This design comes from an exercise in tuning for a short achievable clock period and few clock cycles on the open sky130 flow, not from production work.
Only simulation tests tie the RTL to the original design; equivalence was not proved.
Power and IR drop assume default switching activity.

==> design/flow/design.v <==
`default_nettype none
package isa_pkg;
	typedef enum logic [5:0] {
		R_TYPE = 6'b000000,
		J      = 6'b000010,
		BEQ    = 6'b000100,
		BNE    = 6'b000101,
		ADDIU  = 6'b001001,
		ANDI   = 6'b001100,
		ORI    = 6'b001101,
		LUI    = 6'b001111,
		LW     = 6'b100011,
		SW     = 6'b101011,
		HALT   = 6'b111111
	} opcode_e;
	typedef enum logic [5:0] {
		SLL  = 6'b000000,
		ADDU = 6'b100001,
		SUBU = 6'b100011,
		AND  = 6'b100100,
		OR   = 6'b100101,
		XOR  = 6'b100110,
		SLT  = 6'b101010
	} funct_e;
	typedef enum logic [3:0] {
		ALU_ADD,
		ALU_SUB,
		ALU_AND,
		ALU_OR,
		ALU_XOR,
		ALU_SLT,
		ALU_SLL,
		ALU_LUI
	} alu_op_e;
	typedef struct packed {
		opcode_e                  opcode;
		logic [5-1:0]  rs;
		logic [5-1:0]  rt;
		logic [5-1:0]  rd;
		logic [5-1:0]  shamt;
		funct_e                   funct;
	} instr_t;
endpackage
`default_nettype wire
`default_nettype none
package pipe_pkg;
	typedef struct packed {
		logic [31:0]                 instruction;    
		logic [6-1:0]  pc_plus1;
	} if_id_t;
	typedef struct packed {
		logic                        valid;
		logic [3:0]                  alu_op;         
		logic                        alu_src_imm;    
		logic [5-1:0]     shamt;
		logic [5-1:0]     rs;
		logic [5-1:0]     rt;
		logic [5-1:0]     write_reg;
		logic [32-1:0]    data_ra;
		logic [32-1:0]    data_rb;
		logic [32-1:0]    imm_ext;
		logic                        mem_read;
		logic                        mem_write;
		logic                        reg_write;
		logic                        mem_to_reg;
		logic                        halt;
	} id_ex_t;
	typedef struct packed {
		logic                        valid;
		logic [32-1:0]    alu_result;     
		logic [32-1:0]    store_data;
		logic [5-1:0]     write_reg;
		logic                        mem_read;
		logic                        mem_write;
		logic                        reg_write;
		logic                        mem_to_reg;
		logic                        halt;
	} ex_mem_t;
	typedef struct packed {
		logic                        reg_write;
		logic [5-1:0]     write_reg;
		logic [32-1:0]    write_data;
	} wb_t;
	typedef struct packed {
		logic                        reg_write;      
		logic [5-1:0]     write_reg;
		logic [32-1:0]    data;
	} fwd_t;
endpackage
`default_nettype wire
`timescale 1ns/1ps
`default_nettype none
module run_ctrl (
	input  wire   clock,
	input  wire   i_arst_n,
	input  wire   i_start,
	input  wire   i_wb_halt,
	output logic  o_run_en,
	output logic  o_restart,
	output logic  o_halt
);
	typedef enum logic [1:0] {
		IDLE,
		RUN,
		HALTED
	} state_e;
	state_e state_q;
	always_ff @(posedge clock or negedge i_arst_n) begin
		if (!i_arst_n) begin
			state_q <= IDLE;
		end else begin
			case (state_q)
				IDLE, HALTED: begin
					if (i_start)
						state_q <= RUN;
				end
				RUN: begin
					if (i_wb_halt)
						state_q <= HALTED;    
				end
				default: state_q <= IDLE;
			endcase
		end
	end
	assign o_restart = i_start && (state_q != RUN);
	assign o_run_en  = (state_q == RUN);
	assign o_halt    = (state_q == HALTED);
endmodule
`default_nettype wire
`timescale 1ns/1ps
`default_nettype none
module fetch_stage (
	input  wire                         clock,
	input  wire                         i_arst_n,
	input  wire                         i_run_en,
	input  wire                         i_restart,
	input  wire                         i_stall,
	input  wire                         i_redirect,
	input  wire [6-1:0]   i_redirect_pc,
	input  wire                         i_im_we,
	input  wire [6-1:0]   i_im_addr,
	input  wire [32-1:0]     i_im_data,
	output pipe_pkg::if_id_t            o_if_id,
	output logic [6-1:0]  o_pc
);
	logic [32-1:0]   imem [64];
	logic [6-1:0] pc_q;
	logic [6-1:0] pc_plus1;
	pipe_pkg::if_id_t           if_id_q;
	always_ff @(posedge clock) begin
		if (i_im_we && !i_run_en)
			imem[i_im_addr] <= i_im_data;
	end
	assign pc_plus1 = pc_q + 1'b1;
	always_ff @(posedge clock or negedge i_arst_n) begin
		if (!i_arst_n) begin
			pc_q    <= '0;
			if_id_q <= '0;
		end else if (i_restart) begin
			pc_q    <= '0;
			if_id_q <= '0;                       
		end else if (i_run_en) begin
			if (i_redirect) begin
				pc_q    <= i_redirect_pc;
				if_id_q <= '0;                   
			end else if (!i_stall) begin
				pc_q                <= pc_plus1;
				if_id_q.instruction <= isa_pkg::instr_t'(imem[pc_q]);
				if_id_q.pc_plus1    <= pc_plus1;
			end
		end
	end
	assign o_if_id = if_id_q;
	assign o_pc    = pc_q;
endmodule
`default_nettype wire
`timescale 1ns/1ps
`default_nettype none
module decode_stage (
	input  wire                         clock,
	input  wire                         i_arst_n,
	input  wire                         i_run_en,
	input  wire                         i_restart,
	input  pipe_pkg::if_id_t            i_if_id,
	input  pipe_pkg::wb_t               i_wb,
	input  pipe_pkg::fwd_t              i_fwd,
	input  wire [5-1:0]      i_reg_dbg_addr,
	output pipe_pkg::id_ex_t            o_id_ex,
	output logic                        o_stall,
	output logic                        o_redirect,
	output logic [6-1:0]  o_redirect_pc,
	output logic [32-1:0]    o_reg_dbg_data
);
	logic [32-1:0] regs [32];
	isa_pkg::instr_t          ins;
	logic [15:0]              imm16;
	logic [32-1:0] rf_a, rf_b, br_a, br_b;
	pipe_pkg::id_ex_t         ctrl, id_ex_q;
	logic [5-1:0]  ld_dst_q;    
	logic uses_rs, uses_rt, is_beq, is_bne, is_jump, is_halt;
	logic load_use, branch_dep, branch_ld, hazard, taken;
	assign ins   = i_if_id.instruction;
	assign imm16 = ins[15:0];
	always_ff @(posedge clock or negedge i_arst_n) begin
		if (!i_arst_n) begin
			for (int i = 0; i < 32; i++)
				regs[i] <= '0;
		end else if (i_run_en && i_wb.reg_write && i_wb.write_reg != '0) begin
			regs[i_wb.write_reg] <= i_wb.write_data;
		end
	end
	always_ff @(posedge clock)
		o_reg_dbg_data <= regs[i_reg_dbg_addr];
	assign rf_a = (i_wb.reg_write && i_wb.write_reg != '0 && i_wb.write_reg == ins.rs) ?
		i_wb.write_data : regs[ins.rs];
	assign rf_b = (i_wb.reg_write && i_wb.write_reg != '0 && i_wb.write_reg == ins.rt) ?
		i_wb.write_data : regs[ins.rt];
	assign br_a = (i_fwd.reg_write && i_fwd.write_reg != '0 && i_fwd.write_reg == ins.rs) ?
		i_fwd.data : rf_a;
	assign br_b = (i_fwd.reg_write && i_fwd.write_reg != '0 && i_fwd.write_reg == ins.rt) ?
		i_fwd.data : rf_b;
	always_comb begin
		ctrl             = '0;
		ctrl.valid       = 1'b1;
		ctrl.alu_op      = isa_pkg::ALU_ADD;
		ctrl.shamt       = ins.shamt;
		ctrl.rs          = ins.rs;
		ctrl.rt          = ins.rt;
		ctrl.write_reg   = ins.rt;
		ctrl.data_ra     = rf_a;
		ctrl.data_rb     = rf_b;
		ctrl.imm_ext     = {{16{imm16[15]}}, imm16};
		uses_rs = 1'b1;
		uses_rt = 1'b0;
		is_beq  = 1'b0;
		is_bne  = 1'b0;
		is_jump = 1'b0;
		is_halt = 1'b0;
		case (ins.opcode)
			isa_pkg::R_TYPE: begin
				ctrl.write_reg = ins.rd;
				ctrl.reg_write = 1'b1;
				uses_rt        = 1'b1;
				case (ins.funct)
					isa_pkg::ADDU: ctrl.alu_op = isa_pkg::ALU_ADD;
					isa_pkg::SUBU: ctrl.alu_op = isa_pkg::ALU_SUB;
					isa_pkg::AND:  ctrl.alu_op = isa_pkg::ALU_AND;
					isa_pkg::OR:   ctrl.alu_op = isa_pkg::ALU_OR;
					isa_pkg::XOR:  ctrl.alu_op = isa_pkg::ALU_XOR;
					isa_pkg::SLT:  ctrl.alu_op = isa_pkg::ALU_SLT;
					isa_pkg::SLL: begin
						ctrl.alu_op = isa_pkg::ALU_SLL;
						uses_rs     = 1'b0;
					end
					default: ctrl.reg_write = 1'b0;   
				endcase
			end
			isa_pkg::ADDIU: begin
				ctrl.alu_src_imm = 1'b1;
				ctrl.reg_write   = 1'b1;
			end
			isa_pkg::ANDI, isa_pkg::ORI, isa_pkg::LUI: begin
				ctrl.alu_src_imm = 1'b1;
				ctrl.reg_write   = 1'b1;
				ctrl.imm_ext     = {16'b0, imm16};   
				if (ins.opcode == isa_pkg::ANDI)
					ctrl.alu_op = isa_pkg::ALU_AND;
				else if (ins.opcode == isa_pkg::ORI)
					ctrl.alu_op = isa_pkg::ALU_OR;
				else
					ctrl.alu_op = isa_pkg::ALU_LUI;
				uses_rs = (ins.opcode != isa_pkg::LUI);
			end
			isa_pkg::LW: begin
				ctrl.alu_src_imm = 1'b1;
				ctrl.mem_read    = 1'b1;
				ctrl.mem_to_reg  = 1'b1;
				ctrl.reg_write   = 1'b1;
			end
			isa_pkg::SW: begin
				ctrl.alu_src_imm = 1'b1;
				ctrl.mem_write   = 1'b1;
				uses_rt          = 1'b1;
			end
			isa_pkg::BEQ: begin
				is_beq  = 1'b1;
				uses_rt = 1'b1;
			end
			isa_pkg::BNE: begin
				is_bne  = 1'b1;
				uses_rt = 1'b1;
			end
			isa_pkg::J: begin
				is_jump = 1'b1;
				uses_rs = 1'b0;
			end
			isa_pkg::HALT: begin
				ctrl.halt = 1'b1;
				is_halt   = 1'b1;
				uses_rs   = 1'b0;
			end
			default: ctrl.valid = 1'b0;   
		endcase
	end
	assign load_use = id_ex_q.valid && id_ex_q.mem_read && id_ex_q.write_reg != '0 &&
		((uses_rs && id_ex_q.write_reg == ins.rs) || (uses_rt && id_ex_q.write_reg == ins.rt));
	assign branch_dep = (is_beq || is_bne) && id_ex_q.valid && id_ex_q.reg_write &&
		id_ex_q.write_reg != '0 && (id_ex_q.write_reg == ins.rs || id_ex_q.write_reg == ins.rt);
	assign branch_ld = (is_beq || is_bne) && ld_dst_q != '0 &&
		(ld_dst_q == ins.rs || ld_dst_q == ins.rt);
	assign hazard = load_use || branch_dep || branch_ld;
	assign taken = is_jump || (is_beq && br_a == br_b) || (is_bne && br_a != br_b);
	assign o_stall       = hazard || is_halt;   
	assign o_redirect    = taken && !hazard;
	assign o_redirect_pc = is_jump ? ins[6-1:0] :
		i_if_id.pc_plus1 + imm16[6-1:0];
	always_ff @(posedge clock or negedge i_arst_n) begin
		if (!i_arst_n) begin
			id_ex_q  <= '0;
			ld_dst_q <= '0;
		end else if (i_restart) begin
			id_ex_q  <= '0;
			ld_dst_q <= '0;
		end else if (i_run_en) begin
			id_ex_q  <= hazard ? '0 : ctrl;
			ld_dst_q <= (id_ex_q.valid && id_ex_q.mem_read) ? id_ex_q.write_reg : '0;
		end
	end
	assign o_id_ex = id_ex_q;
endmodule
`default_nettype wire
`timescale 1ns/1ps
`default_nettype none
module execute_stage (
	input  wire                 clock,
	input  wire                 i_arst_n,
	input  wire                 i_run_en,
	input  wire                 i_restart,
	input  pipe_pkg::id_ex_t    i_id_ex,
	input  pipe_pkg::wb_t       i_wb,
	output pipe_pkg::ex_mem_t   o_ex_mem,
	output pipe_pkg::fwd_t      o_fwd
);
	pipe_pkg::ex_mem_t        ex_mem_d, ex_mem_q;
	logic [32-1:0] src_a, src_b, op_b, result;
	always_comb begin
		if (o_fwd.reg_write && o_fwd.write_reg != '0 && o_fwd.write_reg == i_id_ex.rs)
			src_a = o_fwd.data;
		else if (i_wb.reg_write && i_wb.write_reg != '0 && i_wb.write_reg == i_id_ex.rs)
			src_a = i_wb.write_data;
		else
			src_a = i_id_ex.data_ra;
		if (o_fwd.reg_write && o_fwd.write_reg != '0 && o_fwd.write_reg == i_id_ex.rt)
			src_b = o_fwd.data;
		else if (i_wb.reg_write && i_wb.write_reg != '0 && i_wb.write_reg == i_id_ex.rt)
			src_b = i_wb.write_data;
		else
			src_b = i_id_ex.data_rb;
	end
	assign op_b = i_id_ex.alu_src_imm ? i_id_ex.imm_ext : src_b;
	always_comb begin
		case (i_id_ex.alu_op)
			isa_pkg::ALU_ADD: result = src_a + op_b;
			isa_pkg::ALU_SUB: result = src_a - op_b;
			isa_pkg::ALU_AND: result = src_a & op_b;
			isa_pkg::ALU_OR:  result = src_a | op_b;
			isa_pkg::ALU_XOR: result = src_a ^ op_b;
			isa_pkg::ALU_SLT: result = {{(32-1){1'b0}}, $signed(src_a) < $signed(op_b)};
			isa_pkg::ALU_SLL: result = src_b << i_id_ex.shamt;   
			isa_pkg::ALU_LUI: result = {op_b[15:0], 16'b0};
			default:          result = op_b;
		endcase
	end
	always_comb begin
		ex_mem_d.valid      = i_id_ex.valid;
		ex_mem_d.alu_result = result;
		ex_mem_d.store_data = src_b;
		ex_mem_d.write_reg  = i_id_ex.write_reg;
		ex_mem_d.mem_read   = i_id_ex.mem_read;
		ex_mem_d.mem_write  = i_id_ex.mem_write;
		ex_mem_d.reg_write  = i_id_ex.reg_write;
		ex_mem_d.mem_to_reg = i_id_ex.mem_to_reg;
		ex_mem_d.halt       = i_id_ex.halt;
	end
	always_ff @(posedge clock or negedge i_arst_n) begin
		if (!i_arst_n)
			ex_mem_q <= '0;
		else if (i_restart)
			ex_mem_q <= '0;
		else if (i_run_en)
			ex_mem_q <= ex_mem_d;
	end
	assign o_ex_mem = ex_mem_q;
	assign o_fwd.reg_write = ex_mem_q.valid && ex_mem_q.reg_write && !ex_mem_q.mem_read;
	assign o_fwd.write_reg = ex_mem_q.write_reg;
	assign o_fwd.data      = ex_mem_q.alu_result;
endmodule
`default_nettype wire
`timescale 1ns/1ps
`default_nettype none
module memory_stage (
	input  wire                         clock,
	input  wire                         i_arst_n,
	input  wire                         i_run_en,
	input  wire                         i_restart,
	input  pipe_pkg::ex_mem_t           i_ex_mem,
	input  wire [6-1:0]   i_dm_dbg_addr,
	output pipe_pkg::wb_t               o_wb,
	output logic                        o_wb_halt,
	output logic [32-1:0]    o_dm_dbg_data
);
	logic [32-1:0]   dmem [64];
	logic [6-1:0] addr;
	logic [32-1:0]   load_data;
	pipe_pkg::wb_t              wb_q;
	logic                       halt_q;
	assign addr      = i_ex_mem.alu_result[6-1:0];   
	assign load_data = dmem[addr];
	always_ff @(posedge clock) begin
		if (i_run_en && i_ex_mem.valid && i_ex_mem.mem_write)
			dmem[addr] <= i_ex_mem.store_data;
		o_dm_dbg_data <= dmem[i_dm_dbg_addr];   
	end
	always_ff @(posedge clock or negedge i_arst_n) begin
		if (!i_arst_n) begin
			wb_q   <= '0;
			halt_q <= 1'b0;
		end else if (i_restart) begin
			wb_q   <= '0;
			halt_q <= 1'b0;
		end else if (i_run_en) begin
			wb_q.reg_write  <= i_ex_mem.valid && i_ex_mem.reg_write;
			wb_q.write_reg  <= i_ex_mem.write_reg;
			wb_q.write_data <= i_ex_mem.mem_to_reg ? load_data : i_ex_mem.alu_result;
			halt_q          <= i_ex_mem.valid && i_ex_mem.halt;
		end
	end
	assign o_wb      = wb_q;
	assign o_wb_halt = halt_q;
endmodule
`default_nettype wire
`timescale 1ns/1ps
`default_nettype none
module pipeline (
	input  wire                         clock,
	input  wire                         i_arst_n,
	input  wire                         i_start,
	input  wire                         i_im_we,
	input  wire [6-1:0]   i_im_addr,
	input  wire [32-1:0]     i_im_data,
	input  wire [5-1:0]      i_reg_dbg_addr,
	input  wire [6-1:0]   i_dm_dbg_addr,
	output logic [32-1:0]    o_reg_dbg_data,
	output logic [32-1:0]    o_dm_dbg_data,
	output logic [6-1:0]  o_pc,
	output logic                        o_halt
);
	logic                       run_en;
	logic                       restart;
	logic                       wb_halt;
	logic                       stall;
	logic                       redirect;
	logic [6-1:0] redirect_pc;
	pipe_pkg::if_id_t           if_id;
	pipe_pkg::id_ex_t           id_ex;
	pipe_pkg::ex_mem_t          ex_mem;
	pipe_pkg::wb_t              wb;
	pipe_pkg::fwd_t             fwd;
	run_ctrl run_ctrl_i (
		.clock      (clock),
		.i_arst_n   (i_arst_n),
		.i_start    (i_start),
		.i_wb_halt  (wb_halt),
		.o_run_en   (run_en),
		.o_restart  (restart),
		.o_halt     (o_halt)
	);
	fetch_stage fetch_i (
		.clock          (clock),
		.i_arst_n       (i_arst_n),
		.i_run_en       (run_en),
		.i_restart      (restart),
		.i_stall        (stall),
		.i_redirect     (redirect),
		.i_redirect_pc  (redirect_pc),
		.i_im_we        (i_im_we),
		.i_im_addr      (i_im_addr),
		.i_im_data      (i_im_data),
		.o_if_id        (if_id),
		.o_pc           (o_pc)
	);
	decode_stage decode_i (
		.clock           (clock),
		.i_arst_n        (i_arst_n),
		.i_run_en        (run_en),
		.i_restart       (restart),
		.i_if_id         (if_id),
		.i_wb            (wb),
		.i_fwd           (fwd),
		.i_reg_dbg_addr  (i_reg_dbg_addr),
		.o_id_ex         (id_ex),
		.o_stall         (stall),
		.o_redirect      (redirect),
		.o_redirect_pc   (redirect_pc),
		.o_reg_dbg_data  (o_reg_dbg_data)
	);
	execute_stage execute_i (
		.clock      (clock),
		.i_arst_n   (i_arst_n),
		.i_run_en   (run_en),
		.i_restart  (restart),
		.i_id_ex    (id_ex),
		.i_wb       (wb),
		.o_ex_mem   (ex_mem),
		.o_fwd      (fwd)
	);
	memory_stage memory_i (
		.clock          (clock),
		.i_arst_n       (i_arst_n),
		.i_run_en       (run_en),
		.i_restart      (restart),
		.i_ex_mem       (ex_mem),
		.i_dm_dbg_addr  (i_dm_dbg_addr),
		.o_wb           (wb),
		.o_wb_halt      (wb_halt),
		.o_dm_dbg_data  (o_dm_dbg_data)
	);
endmodule
`default_nettype wire
==> design/flow/run.sh <==
#!/bin/bash
# synth_recipe.tcl (not shown) runs the flow's synth.tcl, then flattens the netlist and writes it again
# the make line also repeats each setting of config.mk as NAME=value (left out here)
make -C /OpenROAD-flow-scripts/flow DESIGN_CONFIG=/design/flow/config.mk WORK_HOME=/design/flow/orfs CLKGATE_MAP_FILE= SYNTH_SCRIPT=/design/flow/synth_recipe.tcl finish
==> design/flow/config.mk <==
export PLATFORM = sky130hd
export DESIGN_NAME = pipeline
export DESIGN_NICKNAME = pipeline
export VERILOG_FILES = /design/flow/design.v
export SDC_FILE = /design/flow/constraint.sdc
export NUM_CORES = 8
export LEC_CHECK = 0
export CAP_MARGIN = 20
export CORE_MARGIN = 2
export CORE_UTILIZATION = 30
export PLACE_DENSITY = 0.45
export SLEW_MARGIN = 20
==> design/flow/constraint.sdc <==
create_clock -name core_clock -period 8.0 [get_ports {clock}]
set_input_delay 1.6000 -clock core_clock [delete_from_list [all_inputs] [get_ports {clock}]]
set_output_delay 1.6000 -clock core_clock [all_outputs]
set_load 0.01 [all_outputs]
==> impl_metrics.toml <==
[clocking]
cts.htree.levels = 6
number_of_buffers_created_by_cts = 622
tritoncts = "yes"
clock_sink_count = 5453
cts_post_setup_buffers_inserted = 0
cts_root_buffer = "sky130_fd_sc_hd__clkbuf_16"
number_of_buffers_on_the_longest_clock_path = 4
worst_setup_hold_path_clk_slew_ns = 0.06
worst_skew_pair.late_latency_ns = 1.17

[layout]
final_net_count = 16900
signed_area_change_from_the_synthesized_netlist_to_the_final_layout_pct = 15.8
most-common-layout-cells = "sky130_fd_sc_hd__edfxtp_1 (4096), sky130_fd_sc_hd__a22oi_1 (1678), sky130_fd_sc_hd__dfrtp_1 (1238)"
final_layout_size_suffix_gt1_share_pct = 24.8
layout_commonest_cell = "sky130_fd_sc_hd__edfxtp_1"

[setup_path]
worst-r2r-cell-count = 19
critPathArrivalTime_ns = 8.53
crit_path_start_kind = "register"
crit_path_max_fanout = 37
required_time_reported_for_the_critical_path_endpoint_ns = 9.01
regToRegSetupSlack_ns = 0.47
ws_path_type = "register to register"
critical_path.reg2reg.startpoint = "fetch_i.if_id_q[30]"
worst_setup_path_end_kind = "register"
r2r-end = "fetch_i.pc_q[3]"

[min_path]
min_path_type = "input pin to asynchronous set/reset pin"

[placement]
place.detailed.hpwl_mm = 753
port_buffers = 123
finalWeightedCongestion = 1.02

[synth]
synth.cell_area_sq_mm = 0.248
syn_area_per_cell_sq_um = 15.0
yosys_most_used_dff = "sky130_fd_sc_hd__edfxtp_1"
synth_enable_flop_cells = 4096
synth.lib_cells_used.distinct = 96
synth.yosys.seq_area_share_pct = 63.1
netlist_instances = 16600
async_flop_share_pct = 23.7
yosysWarningCount = 6
total_of_flip_flops_plus_latches_after_synthesis = 5453
syn_nets = 16800

[pwr]
power_density_mw_per_mm2 = 315
ir_drop_mv = 0.290
leakagePower_nw = 99.1

[routing]
route.final.wire_length_mm = 1200
drt_via_density = 6.35
avgRoutedWirePerCell_um = 42.5
dr.first_iter.drc_count = 28700
ant_nets = 0
drc = 0
first_pass_iters = 12
route.vias.total = 180000

[floorplan]
die_outline_height_um = 914
effective_utilization_at_floorplan_pct = 30.1
core_area_sq_mm = 0.826
top_level_ports = 124
floorplan.die.width_um = 914
die_area_sq_mm = 0.835
std_cell_rows = 334

[run_status]
status = "complete, no violations"

[sta]
max_freq_mhz = 133
timing.final.crit_period_ns = 7.53
max_slew.worst_pin.slew_ns = 1.35
holdWs_ns = 0.323
layout_worst_path_cycle_share_pct = 94.1
fin_tns_setup_ns = 0
timing.final.setup_violations = 0
worst_slew_margin_rel_pct = 10.0
timing.final.hold_violations = 0
timing_max_transition_violations_final = 0
fin_worst_skew_ns = 0.103
rsz_0062_raised_after_global_routing = "false"

[global_routing]
grt_pass1_vias = 172000
grt_first_pass_wirelength_mm = 1600
pin_count_of_the_biggest_net_entering_global_routing = 157
global_route.overflow_total = 0
grt_util_all_layers_pct = 27.6
antenna_violations_before_repair = 149

[run]
timing.max_cap.violations = 0
[worst max path at each step]
stage	from	endpoint	cells past startpoint
after floorplan	memory_i.wb_q[34]	execute_i.ex_mem_q[72]	25
after detailed placement	memory_i.wb_q[33]	execute_i.ex_mem_q[72]	29
after CTS	memory_i.wb_q[33]	execute_i.ex_mem_q[72]	29
after global placement	memory_i.wb_q[33]	execute_i.ex_mem_q[72]	29
final	fetch_i.if_id_q[30]	fetch_i.pc_q[3]	19
after global routing	memory_i.wb_q[33]	execute_i.ex_mem_q[72]	29
[what timing repair did]
action / in CTS / in global routing
hold buffers: 0 / 0
endpoints found under the hold margin: 0 / 0
gates resized for setup: 0 / 2
endpoints found under the setup margin: 0 / 3
[cell type report]
type,instances,area (sq um)
tap,10900,13700
timing repair buffer,960,8530
fill,78800,539000
multi-input combinational,9537,87700
sequential,5453,157000
clock buffer,837,17000
clock inverter,282,3010
inverter,118,443
antenna,153,383
[sequential cells by signal, indices dropped and copies added (netlist names)]
register and cells:
fetch_i.imem 2048, memory_i.o_dm_dbg_data 32, fetch_i.pc_q 6, decode_i.id_ex_q 105, execute_i.ex_mem_q 74, memory_i.halt_q 1, run_ctrl_i.state_q 2, fetch_i.if_id_q 38
memory_i.dmem 2048, memory_i.wb_q 38, decode_i.ld_dst_q 5, decode_i.regs 1024, decode_i.o_reg_dbg_data 32
[synthesized netlist by cell type (18+ instances only)]
library cell,count,share of area (%)
sky130_fd_sc_hd__a2111oi_0,83,0.29
sky130_fd_sc_hd__a211oi_1,31,0.094
sky130_fd_sc_hd__a21o_1,19,0.057
sky130_fd_sc_hd__a21oi_1,448,0.90
sky130_fd_sc_hd__a221oi_1,493,1.7
sky130_fd_sc_hd__a22o_1,412,1.5
sky130_fd_sc_hd__a22oi_1,1678,5.1
sky130_fd_sc_hd__a2bb2oi_1,25,0.088
sky130_fd_sc_hd__a311oi_1,33,0.12
sky130_fd_sc_hd__a31oi_1,137,0.35
sky130_fd_sc_hd__a32oi_1,20,0.071
sky130_fd_sc_hd__and3_1,249,0.63
sky130_fd_sc_hd__buf_1,278,0.42
sky130_fd_sc_hd__buf_2,104,0.21
sky130_fd_sc_hd__clkbuf_1,1066,1.6
sky130_fd_sc_hd__clkbuf_2,18,0.036
sky130_fd_sc_hd__dfrtp_1,1293,13
sky130_fd_sc_hd__dfxtp_1,64,0.52
sky130_fd_sc_hd__edfxtp_1,4096,50
sky130_fd_sc_hd__ha_1,112,0.56
sky130_fd_sc_hd__inv_1,115,0.17
sky130_fd_sc_hd__mux2_2,1133,5.1
sky130_fd_sc_hd__mux2i_1,535,2.2
sky130_fd_sc_hd__mux4_2,959,8.7
sky130_fd_sc_hd__nand2_1,528,0.80
sky130_fd_sc_hd__nand2b_1,38,0.096
sky130_fd_sc_hd__nand3_1,225,0.45
sky130_fd_sc_hd__nand3b_1,22,0.067
sky130_fd_sc_hd__nand4_1,357,0.90
sky130_fd_sc_hd__nor2_1,520,0.79
sky130_fd_sc_hd__nor2b_1,32,0.081
sky130_fd_sc_hd__nor3_1,79,0.16
sky130_fd_sc_hd__nor4_1,53,0.13
sky130_fd_sc_hd__o211ai_1,59,0.18
sky130_fd_sc_hd__o21ai_0,645,1.3
sky130_fd_sc_hd__o21ai_1,40,0.081
sky130_fd_sc_hd__o21bai_1,19,0.057
sky130_fd_sc_hd__o221ai_1,37,0.13
sky130_fd_sc_hd__o22ai_1,59,0.15
sky130_fd_sc_hd__o32a_1,39,0.16
sky130_fd_sc_hd__or3_1,21,0.053
sky130_fd_sc_hd__xnor2_1,74,0.26
sky130_fd_sc_hd__xor2_1,58,0.20
[cell families after synthesis]
family	synth area share [%]
flops	63.1
compound gates	12.8
mux	16.0
simple gates	4.54
buf+inv	2.52
xor+xnor	0.466
fa+ha+maj	0.589
[worst max-delay path: stages (launching register included)]
cell and delay (ns):
sky130_fd_sc_hd__dfrtp_2 1.06, sky130_fd_sc_hd__nand3b_1 0.84, sky130_fd_sc_hd__nor2_4 0.95, sky130_fd_sc_hd__buf_4 0.59, sky130_fd_sc_hd__a22oi_1 0.13, sky130_fd_sc_hd__nand4_1 0.13, sky130_fd_sc_hd__nor4_1 0.07, sky130_fd_sc_hd__o21ai_1 1.00
sky130_fd_sc_hd__a22o_1 0.25, sky130_fd_sc_hd__mux2i_1 0.13, sky130_fd_sc_hd__a32o_1 0.32, sky130_fd_sc_hd__a211oi_1 0.23, sky130_fd_sc_hd__nand4_1 0.26, sky130_fd_sc_hd__o31ai_1 0.33, sky130_fd_sc_hd__buf_4 0.18, sky130_fd_sc_hd__a21boi_2 0.08
sky130_fd_sc_hd__o21ai_4 0.23, sky130_fd_sc_hd__buf_4 0.22, sky130_fd_sc_hd__and2_1 0.16, sky130_fd_sc_hd__o22ai_1 0.08
[routing by layer]
metal / track usage (%) / share of wire, % / vias to the layer above
met4: 12.6 / 5.5 / 36
met1: 37.7 / 41 / 95300
li1: - / - / 68400
met5: 0.0565 / 0.025 / -
met3: 7.42 / 10 / 3323
met2: 41.1 / 43 / 12500
[through the flow]
| step | cell area [sq um] | worst slack (ns) | utilization [%] | total power [mW] | cells |
|---|---|---|---|---|---|
| 4_1_cts | 287000 | 0.391 | 34.7 | 90.3 | 28100 |
| 2_1_floorplan | 248000 | 1.79 | - | 48.4 | 16600 |
| 3_3_place_gp | 267000 | 0.102 | 32.3 | 61.8 | 27000 |
| 5_1_grt | 287000 | 0.123 | 34.8 | 93.0 | 28200 |
| 3_5_place_dp | 267000 | 0.451 | 32.3 | 61.8 | 27000 |
| 6_report | 287000 | 0.474 | 34.8 | 90.5 | 28300 |
[power breakdown]
part	total (mW)	switching, mW	internal [mW]	leakage (nW)
registers	34.0	1.83	32.2	55.4
clock network	28.6	12.3	16.2	9.74
logic	27.9	19.7	8.24	33.9
total	90.5	33.8	56.7	99.1
Testbench counts, summed over its fixed seeds: cycles 55,314.

-- afterwards: timing with drivers on the ports --
Ports are ideal in the flow. The routed layout listed here was re-timed in OpenROAD.
Step 1 (the two cells are an assumption about what drives the block):
set clk [get_ports {clock}]
set_driving_cell -lib_cell sky130_fd_sc_hd__clkbuf_16 $clk
set_driving_cell -lib_cell sky130_fd_sc_hd__buf_2 [delete_from_list [all_inputs] $clk]
Step 2 also shifts input and output timing later by t, the mid clock arrival at the registers, as if the neighbouring blocks saw the same clock.
Slacks: no drivers / after step 1 / after step 2; pairs: no drivers / after step 1.
t, ns: 1.272
setup WS [ns]: 0.474 / 0.474 / 0.474
worst register clock-pin slew, ns: 0.08 / 0.08
After both steps this run still meets setup and hold. For this run, drivers alone change the setup slack by 0.000 ns; drivers and shift together by 0.000 ns.
